From an optimization exercise on the open Yosys and OpenROAD flow, aimed at small area; shortcuts taken in it are not production practice.
In this exercise RTL edits were held to simulation tests only and were not proved equivalent to the original.
Power and IR drop assume default switching activity.

// gpio_register_block_top
module gpio_register_block_top (
  input  wire logic         clk,
  input  wire logic         rst_n,
  input  wire logic         in_valid,
  output logic              in_stall,
  input  wire logic         in_mode,
  input  wire logic [3:0]   in_reg_index,
  input  wire logic [31:0]  in_write_data,
  input  wire logic [53:0]  in_pad_levels,
  output logic              out_valid,
  input  wire logic         out_stall,
  output logic      [31:0]  out_read_data,
  output logic              out_access_error,
  output logic      [53:0]  out_pad_drive,
  output logic      [53:0]  out_pad_drive_enable,
  output logic      [53:0]  out_pad_pull_up,
  output logic      [53:0]  out_pad_pull_down
);
clock: 5.0 ns
lec_check: 0
cap_margin: 20
core_margin: 2
core_utilization: 50
slew_margin: 20
synth_hierarchical: 1
synth_minimum_keep_size: 0
standard.sh (not shown) runs the stock make flow with config.mk's settings and CLKGATE_MAP_FILE= SYNTH_SCRIPT=/design/flow/synth_recipe.tcl, a recipe that flattens the netlist after the stock synthesis.
==> flow/flow/run.sh <==
#!/bin/bash
# Standard ORFS layout with three changes: ports are buffered with the
# smallest buffer; before repair_design, lightly loaded gates are set to their
# smallest drive strength (flow/downsize.tcl); and the clock tree uses
# clkbuf_8 leaf clusters without dummy loads.
# The make output goes to flow_make.log; each ORFS step keeps its own log
# under orfs/logs/.
set -euo pipefail
export BUFFER_PORTS_ARGS="-buffer_cell sky130_fd_sc_hd__buf_1"
export PRE_RESIZE_TCL="$PWD/flow/downsize.tcl"
export CTS_ARGS="-sink_clustering_enable -repair_clock_nets -buf_list sky130_fd_sc_hd__clkbuf_8 -sink_clustering_size 14 -sink_clustering_max_diameter 60 -dont_use_dummy_load"
bash standard.sh > flow_make.log 2>&1
==> flow/flow/downsize.tcl <==
# Before repair_design: cells that drive few loads get the smallest drive
# strength of their function (synthesis sizes them without knowing their
# loads); repair_design and the later timing repair fix any slew, load or
# timing need this leaves.
set best {}
foreach lc [get_lib_cells sky130_fd_sc_hd__*] {
  set n [get_name $lc]
  if {![regexp {^(sky130_fd_sc_hd__[a-z0-9]+)_(\d+)$} $n -> base drv]} continue
  if {[string match *lpflow* $n] || [string match *probe* $n]} continue
  if {[get_property $lc is_buffer] || [get_property $lc is_inverter]} continue
  set a [get_property $lc area]
  if {![dict exists $best $base] || $a < [lindex [dict get $best $base] 1]} {
    dict set best $base [list $n $a]
  }
}
set cnt 0
foreach inst [get_cells *] {
  set m [get_property $inst ref_name]
  if {[string match *df* $m] || [string match *buf* $m] || [string match *tap* $m] ||
      [string match *clk* $m] || [string match *inv* $m] || [string match *dly* $m]} {
    continue
  }
  if {![regexp {^(sky130_fd_sc_hd__[a-z0-9]+)_(\d+)$} $m -> base drv]} { continue }
  if {![dict exists $best $base]} { continue }
  set fo 0
  foreach p [get_pins -of_objects $inst -filter "direction == output"] {
    set fo [expr {$fo + [llength [get_pins -of_objects [get_nets -of_objects $p] -filter "direction == input"]]}]
  }
  if {$fo > 8} { continue }
  set tgt [lindex [dict get $best $base] 0]
  if {$tgt ne $m} {
    replace_cell $inst $tgt
    incr cnt
  }
}
puts "downsize.tcl: resized $cnt cells"
estimate_parasitics -placement
The first run passed the timing, design-rule and antenna checks.
Then changed:
==> flow/flow/run.sh (replaced) <==
#!/bin/bash
# Standard ORFS layout with three changes: ports are buffered with the
# smallest buffer; before repair_design, lightly loaded gates are set to their
# smallest drive strength and large buffers become buf_2 (flow/downsize.tcl); and the clock tree uses
# clkbuf_8 leaf clusters without dummy loads.
# The make output goes to flow_make.log; each ORFS step keeps its own log
# under orfs/logs/.
set -euo pipefail
export BUFFER_PORTS_ARGS="-buffer_cell sky130_fd_sc_hd__buf_1"
export PRE_RESIZE_TCL="$PWD/flow/downsize.tcl"
export CTS_ARGS="-sink_clustering_enable -repair_clock_nets -buf_list sky130_fd_sc_hd__clkbuf_8 -sink_clustering_size 16 -sink_clustering_max_diameter 70 -dont_use_dummy_load"
bash standard.sh > flow_make.log 2>&1
--- a/flow/flow/downsize.tcl
+++ b/flow/flow/downsize.tcl
@@ -36,2 +36,15 @@
 puts "downsize.tcl: resized $cnt cells"
 estimate_parasitics -placement
+
+# Buffers that synthesis or timing-driven placement sized up go back to
+# buf_2; repair_design below adds or sizes buffers where a load needs more.
+set nbuf 0
+foreach inst [get_cells *] {
+  set m [get_property $inst ref_name]
+  if {[regexp {^sky130_fd_sc_hd__buf_(\d+)$} $m -> d] && $d > 2} {
+    replace_cell $inst sky130_fd_sc_hd__buf_2
+    incr nbuf
+  }
+}
+puts "downsize.tcl: resized $nbuf buffers"
+estimate_parasitics -placement
- CAP_MARGIN: 20 -> 5
- CORE_UTILIZATION: 50 -> 60
- SLEW_MARGIN: 20 -> 5
The new run completed without violations.
Worst setup slack loses 0.019 ns.
Sequential power is about the same.
Synthesized area stays the same.
Wire length is lower by a little under a tenth.
First-iteration DRC count rose by a few percent.
Then changed:
==> flow/flow/run.sh (replaced) <==
#!/bin/bash
# Standard ORFS layout with three changes: ports are buffered with the
# smallest buffer; before repair_design, lightly loaded gates are set to their
# smallest drive strength (flow/downsize.tcl); and the clock tree uses
# clkbuf_8 leaf clusters without dummy loads.
# The make output goes to flow_make.log; each ORFS step keeps its own log
# under orfs/logs/.
set -euo pipefail
export BUFFER_PORTS_ARGS="-buffer_cell sky130_fd_sc_hd__buf_1"
export PRE_RESIZE_TCL="$PWD/flow/downsize.tcl"
export CTS_ARGS="-sink_clustering_enable -repair_clock_nets -buf_list sky130_fd_sc_hd__clkbuf_8 -sink_clustering_size 14 -sink_clustering_max_diameter 60 -dont_use_dummy_load"
bash standard.sh > flow_make.log 2>&1
--- a/flow/flow/downsize.tcl
+++ b/flow/flow/downsize.tcl
@@ -36,15 +36,2 @@
 puts "downsize.tcl: resized $cnt cells"
 estimate_parasitics -placement
-
-# Buffers that synthesis or timing-driven placement sized up go back to
-# buf_2; repair_design below adds or sizes buffers where a load needs more.
-set nbuf 0
-foreach inst [get_cells *] {
-  set m [get_property $inst ref_name]
-  if {[regexp {^sky130_fd_sc_hd__buf_(\d+)$} $m -> d] && $d > 2} {
-    replace_cell $inst sky130_fd_sc_hd__buf_2
-    incr nbuf
-  }
-}
-puts "downsize.tcl: resized $nbuf buffers"
-estimate_parasitics -placement
Total power grows by a few percent.
Worst setup slack gets worse by 0.067 ns.
Hold slack gets worse by 0.0058 ns.
Non-clock buffer count stays the same.

-- port drivers added, routing unchanged --
The flow's constraints put no driver on any port. The routed layouts listed below were extracted and timed again, unchanged, in two steps. Step 1, drivers: a clkbuf_16 drives clk and a buf_2 each remaining input, both assumed. Step 2 also shifts input and output timing later by t, the mid clock arrival at the registers, as if the neighbouring blocks saw the same clock. Slacks: ideal / step 1 / step 2; pairs: ideal / step 1.
run	t, ns	slack for setup (ns)	worst setup path after step 2	slew at the worst register clock pin (ns)	pins driven straight from the clock port
the first run	0.585	2.089 / 2.115 / 1.531	input to register	0.10 / 0.10	1
the second run	0.621	2.070 / 2.096 / 1.475	input to register	0.11 / 0.11	1
the third run	0.577	2.004 / 2.027 / 1.450	input to register	0.09 / 0.09	1
After both steps setup and hold are still met in every run listed. For the second run, which loses most, drivers alone change the setup slack by +0.026 ns; drivers and shift together by -0.595 ns.
